Context: an optimization exercise on an open-source flow, tuned for small area, a short achievable clock period and few clock cycles per item. The choices shown serve that exercise and are no tape-out recipe. No functional check of the RTL was part of any run shown here.

## flow/design.v (module list and top-level ports; edited modules follow where they fit)
// module julia_render: 2634 lines
module julia_render #(
    parameter int H_PIXELS = 64,
    parameter int V_PIXELS = 48,
    parameter int MAX_ITER = 255,
    parameter int FRAC     = 14
) (
    input  logic               clock,
    input  logic               reset,
    input  logic               valid,
    input  logic signed [17:0] c_real,
    input  logic signed [17:0] c_comp,
    input  logic signed [17:0] x,
    input  logic signed [17:0] y,
    input  logic signed [17:0] scale,
    output logic [18:0]        wr_addr,
    output logic [7:0]         wr_data,
    output logic               wr_en,
    input  logic               wr_ready,
    output logic               busy,
    output logic               done
);
  // ...
==> flow/flow/run.sh <==
#!/bin/bash
set -euo pipefail
bash standard.sh SETUP_SLACK_MARGIN=8.5 finish > standard_make.log 2>&1
==> flow/standard.sh <==
#!/bin/bash
# synth_recipe.tcl (not shown) runs the flow's synth.tcl, then flattens the netlist and writes it again
# the make line also repeats each setting of config.mk as NAME=value (left out here)
make -C /OpenROAD-flow-scripts/flow DESIGN_CONFIG=/design/flow/config.mk WORK_HOME=/design/flow/orfs CLKGATE_MAP_FILE= SYNTH_SCRIPT=/design/flow/synth_recipe.tcl "${@:-finish}"
==> flow/config.mk <==
export PLATFORM = sky130hd
export DESIGN_NAME = julia_render
export DESIGN_NICKNAME = julia_render
export VERILOG_FILES = /design/flow/design.v
export SDC_FILE = /design/flow/constraint.sdc
export NUM_CORES = 4
export LEC_CHECK = 0
export CAP_MARGIN = 20
export CORE_MARGIN = 2
export CORE_UTILIZATION = 40
export SLEW_MARGIN = 20
==> flow/constraint.sdc <==
create_clock -name core_clock -period 12.0 [get_ports {clock}]
set_input_delay 2.4000 -clock core_clock [delete_from_list [all_inputs] [get_ports {clock}]]
set_output_delay 2.4000 -clock core_clock [all_outputs]
set_load 0.01 [all_outputs]
==> qor.yml, run 1 <==
outcome: "finished clean"
largest_reg_flops: 31
grt_use_met2: 0.3800
cp.required_ns: 12.51
cp_slowest_cell: "fa_1"
fmax_mhz: 230.0
clock-sinks: 485
critical_path_arrival_ns: 4.86
setup_viol: 0
grt_setup_unrepaired: "true"
yosysWarnings: 1
finClkSkew_ns: 0.04969
grtUsageMet1: 0.3193
synth_fa_ha_area_frac: 0.3384
layout_common_cells: "472 x inv_1, 309 x fa_1, 309 x dfxtp_1"
drive_above_1_share: 0.2981
met3_usage: 0.05360
cts_root_buf: "clkbuf_16"
timing.rr.end: "yb_q[18]$_DFF_P_"
first_pass_iters: 5
largest_registers: "ya_q: 31 flops, yb_q: 30 flops"
ff_latch_area_mm2: 0.01100
top_area_cell_class: "multi-input gates"
synth_top_family_by_area: "adder cells"
synthesis.instances: 3272
multi_input_cells: 2058
seq_area_frac: 0.2463
buffer_area_frac: 0.1147
==> run 2: changes to the inputs <==
--- a/flow/design.v
+++ b/flow/design.v
@@ -30,17 +30,17 @@
     logic        v1_q, p1_q, in1_q, per1_q, cap1_q;
     logic [17:0] s1r_q, s1i_q;
     logic [7:0]  it1_q;
     logic [11:0] a1_q;
     logic [30:0] ya_q, yb_q;
     logic        ov_q, kv_q;
     logic [11:0] oa_q, ka_q;
     logic [7:0]  od_q, kd_q;
-    logic        valid_q, busy_q, run_q, done_q;
+    logic        valid_q, busy_q, done_q;
     logic        emit, load, act;
     logic [17:0] zr, zi;
     logic [7:0]  it;
     logic [11:0] ad;
     logic        emit_q, load_q;
     assign emit = emit_q;
     assign load = load_q;
     assign act  = load || v0_q;
@@ -2529,49 +2529,47 @@
     logic [30:0] ys;
     logic        escape, fin;
     assign xs     = xa + xb;
     assign es     = ea + eb;
     assign ys     = ya_q + yb_q + {ci_q, 13'd0};
     assign escape = !in1_q || !es[31];
     assign fin    = v1_q && (escape || cap1_q || per1_q);
     logic start, finish, free, f0n, v0n, kvn, gdonen;
-    assign start  = valid && !valid_q && !run_q;
+    assign start  = valid && !valid_q && !busy_q;
     assign f0n    = fin || p1_q;
     assign v0n    = v1_q && !fin;
     assign kvn    = free ? (kv_q && emit) : (kv_q || emit);
     assign gdonen = gdone_q || (load && gcol_q == 6'd63 && grow_q == 6'd47);
     assign finish = gdone_q && !v0_q && !f0_q && !v1_q && !p1_q && !ov_q && !kv_q;
     assign free   = !ov_q || wr_ready;
     always_ff @(posedge clock or negedge reset) begin
         if (!reset) begin
             valid_q <= 1'b0;
             busy_q  <= 1'b0;
-            run_q   <= 1'b0;
             done_q  <= 1'b0;
             v0_q    <= 1'b0;
             f0_q    <= 1'b0;
             v1_q    <= 1'b0;
             p1_q    <= 1'b0;
             emit_q  <= 1'b0;
             load_q  <= 1'b0;
             ov_q    <= 1'b0;
             kv_q    <= 1'b0;
             gdone_q <= 1'b0;
         end else begin
             valid_q <= valid;
-            busy_q  <= start || (run_q && !finish);
             if (start) begin
-                run_q  <= 1'b1;
+                busy_q <= 1'b1;
                 done_q <= 1'b0;
-            end else if (run_q && finish) begin
-                run_q  <= 1'b0;
+            end else if (busy_q && finish) begin
+                busy_q <= 1'b0;
                 done_q <= 1'b1;
             end
-            if (!run_q) begin
+            if (!busy_q) begin
                 v0_q    <= 1'b0;
                 f0_q    <= 1'b0;
                 v1_q    <= 1'b0;
                 p1_q    <= 1'b0;
                 emit_q  <= 1'b0;
                 load_q  <= 1'b0;
                 gdone_q <= 1'b0;
             end else begin
@@ -2587,17 +2585,17 @@
                 ov_q <= kv_q || emit;
                 kv_q <= kv_q && emit;
             end else if (emit) begin
                 kv_q <= 1'b1;
             end
         end
     end
     always_ff @(posedge clock) begin
-        if (!run_q) begin
+        if (!busy_q) begin
             cr_q    <= c_real;
             ci_q    <= c_comp;
             scale_q <= scale;
             gr_q    <= x;
             gi_q    <= y;
             gcol_q  <= '0;
             grow_q  <= '0;
             gdir_q  <= 1'b0;
==> flow/run.sh (new file) <==
#!/bin/bash
# synth_recipe.tcl (not shown) runs the flow's synth.tcl, then flattens the netlist and writes it again
# the make line also repeats each setting of config.mk as NAME=value (left out here)
make -C /OpenROAD-flow-scripts/flow DESIGN_CONFIG=/design/flow/config.mk WORK_HOME=/design/flow/orfs CLKGATE_MAP_FILE= SYNTH_SCRIPT=/design/flow/synth_recipe.tcl finish
removed: flow/flow/run.sh
removed: flow/standard.sh
==> run 2 against run 1 <==
- synthesized area shrank 0.49%
- final area is 15% lower
- still clean on timing, DRC and antenna
- clock skew shrank 0.012 ns
==> qor.yml, run 2 <==
fin_crit_ns: 6.058
clkSlewWorstSetupHoldPaths_ns: 0.06
cp_max_fo: 40
place_inst: 4359
worst_slew_pin_slew_ns: 1.116
ant_nets: 0
globalRoute.totalOverflow: 0
grt_pass1_vias: 22870
htree_levels: 2
ys.flop_type: "dfxtp_1"
relSlewSlack: 0.2480
grt_max_degree: 74
cts_resized: 0
fin_crit_sh: 0.5049
dp_hpwl_um: 61950
finalHoldViolCount: 0
largest_reg_flops: 31  # unchanged
final_cells: 4462
fp.dieArea_mm2: 0.08661
track_usage: 0.1961
cts_tree: "yes"
initial_core_util: 0.4034
fillCellCount: 7873
crit_chain: "buf_4, mux2i_4, buf_4, inv_1, ha_1, a22oi_1, xnor2_1, fa_1, inv_1, fa_1, inv_1, fa_1, inv_1, fa_1"
drc: 0
cts_root_buf: "clkbuf_16"
critical_path_arrival_ns: 6.55  # +1.69 ns
synth.top_cell.area_share: 0.2459
critical_path_class: "register to register"
drt-initial-drc-count: 1360
ys_ff_latch: 484
synth_commonest_cells: "575 x inv_1, 414 x fa_1, 362 x dfxtp_1"
drive_above_1_share: 0.07096  # -0.2271
grt_setup_unrepaired: "false"
clock_path_buffers: 3
finClkSkew_ns: 0.03790  # -0.01179 ns
synth_area_per_cell_um2: 10.35
dieWidth_um: 294.3
io-pin-count: 124
setup_viol: 0  # unchanged
worst_setup_path_start_kind: "register"
cp.required_ns: 12.50  # about the same
postCtsSetupBuffers: 0
layout_commonest_cell: "inv_1"
clock_latency_ns: 0.65
final_nets: 4097
outcome: "finished clean"
seq_area_frac_synth: 0.3219
avgViaCountPerCell: 4.992
yosysUniqueCellTypes: 75
cp_slowest_cell: "ha_1"
synth.area.top_cells: "fa_1 25%, dfxtp_1 21%, edfxtp_1 9.8%, ha_1 9.4%, inv_1 6.4%"
fin_tns_setup_ns: 0
synthesis.instances: 3257  # -0.46%
drv_slew: 0
synth_top_area_cell: "fa_1"
end_kind: "register"
hold_path_class: "register to register"
syn_area_mm2: 0.03371
cts_hold_repair.buffers: 0
rows: 106
vias: 22280
finalWirelength_um: 82740
synth.most_common_cell: "inv_1"
gp_congestion: 0.8665
synth_edf_count: 110
fmax_mhz: 165.1  # -28%
slowest_delay_ns: 0.85
cts_buffers: 55
die_h_um: 294.3
clock-sinks: 484  # -0.21%
first_pass_iters: 5  # unchanged
core_area_mm2: 0.08356
top_register: "ya_q"
async_flop_share: 0.02479
portBuffers: 116
drv_cap: 0
diodes: 0
syn_to_final_growth_pct: 12.87
layout_common_cells: "574 x inv_1, 414 x fa_1, 362 x dfxtp_1"
yosysWarnings: 1  # unchanged
antenna_found_initial: 0
grt_pass1_wl_um: 130300
largest_registers: "ya_q: 31 flops, yb_q: 30 flops"
post_drt_wl_per_cell_um: 18.54
[run 2: cell count changes after synthesis, sizes merged, moves of 4 or more]
cell / before / now
o21bai: 11 / 6
o21ai: 81 / 90
nand4: 28 / 24
clkbuf: 94 / 84
xor2: 49 / 43
and3: 2 / 12
a211o: 7 / 2
mux2i: 46 / 40
buf: 51 / 58
inv: 591 / 581
nand2: 162 / 171
[run 2: area by class of cell]
type	instances	area (um2)	area share
sequential	484	10860	0.2853
clock buffer	71	1550	0.04074
clock inverter	32	441.7	0.01161
inverter	584	2193	0.05765
timing repair buffer	158	1476	0.03880
multi-input combinational	2053	20180	0.5304
tap	1080	1351	0.03552
[run 2: per-stage QoR]
step / setup WS [ns] / util / hold WS (ns) / area [um2]
2_1_floorplan: 7.287 / - / 0.3096 / 33730
3_3_place_gp: 6.050 / 0.4313 / 0.3100 / 36040
3_5_place_dp: 5.987 / 0.4313 / 0.3121 / 36040
4_1_cts: 5.960 / 0.4551 / 0.3173 / 38030
5_1_grt: 5.613 / 0.4554 / 0.3199 / 38050
6_report: 5.942 / 0.4554 / 0.3006 / 38050
[run 2: logic make-up (layout without fill, tap and decap cells)]
family	count (synthesis)	in the layout	synth area share
muxes	100	100	0.03311
DFF	484	484	0.3219
and+or+nand+nor	607	607	0.07839
other	1	7	0.0001112
adders and majority gates	668	668	0.3401
xor gates and xnor gates	256	256	0.06652
buffers and inverters	726	845	0.08318
AOI/OAI and AO/OA	415	415	0.07672
[run 2: path summary, 6_finish.rpt]
path	start	end	slack [ns]	cells after the start
worst max-delay path	load_q$_DFF_PN0_	yb_q[19]$_DFF_P_	5.94	14
worst min-delay path	s1i_q[10]$_DFF_P_	s0i_q[10]$_DFF_P_	0.30	0
worst max register to register	load_q$_DFF_PN0_	yb_q[19]$_DFF_P_	5.94	14
worst min register to register	s1i_q[10]$_DFF_P_	s0i_q[10]$_DFF_P_	0.30	0
max in group asynchronous	reset	load_q$_DFF_PN0_	9.45	1
min in group asynchronous	reset	valid_q$_DFF_PN0_	2.14	1
[run 2: layer usage]
metal  share of wire  track usage
met2            0.46       0.3111
met4           0.045      0.08064
met5               0            0
met3           0.065      0.03522
met1            0.43       0.2647
[run 2: worst max-delay path, delay by kind of cell (launching register included)]
kind,cells,cell delay (ns)
AOI/OAI and AO/OA,1,0.22
xor gates and xnor gates,1,0.20
buffers and inverters,6,1.82
muxes,1,0.33
adders and majority gates,5,2.57
DFF,1,0.75

afterwards: timing with drivers on the ports:
No port has a modelled driver above. Below, the same layouts with a new extraction and two added sets of constraints.
Step 1: set_driving_cell puts a clkbuf_16 on clock and a buf_2 on each other input, an assumption about the parent block.
Step 2 times the ports against the registers' clock, not the clock port: input delays grow and output delays shrink by t, the midpoint of the rising clock arrivals with the driver on.
Slacks: no drivers / after step 1 / after step 2; pairs: no drivers / after step 1.
| run | t, ns | setup WS [ns] | worst hold slack (ns) | worst setup path after step 2 | worst register clock-pin slew, ns |
|---|---|---|---|---|---|
| run 1 | 0.700 | 7.652 / 7.652 / 7.652 | 0.313 / 0.313 / 0.313 | register to register | 0.07 / 0.07 |
| run 2 | 0.694 | 5.942 / 5.942 / 5.942 | 0.301 / 0.301 / 0.301 | register to register | 0.07 / 0.07 |
After both steps setup and hold are still met in every run listed.
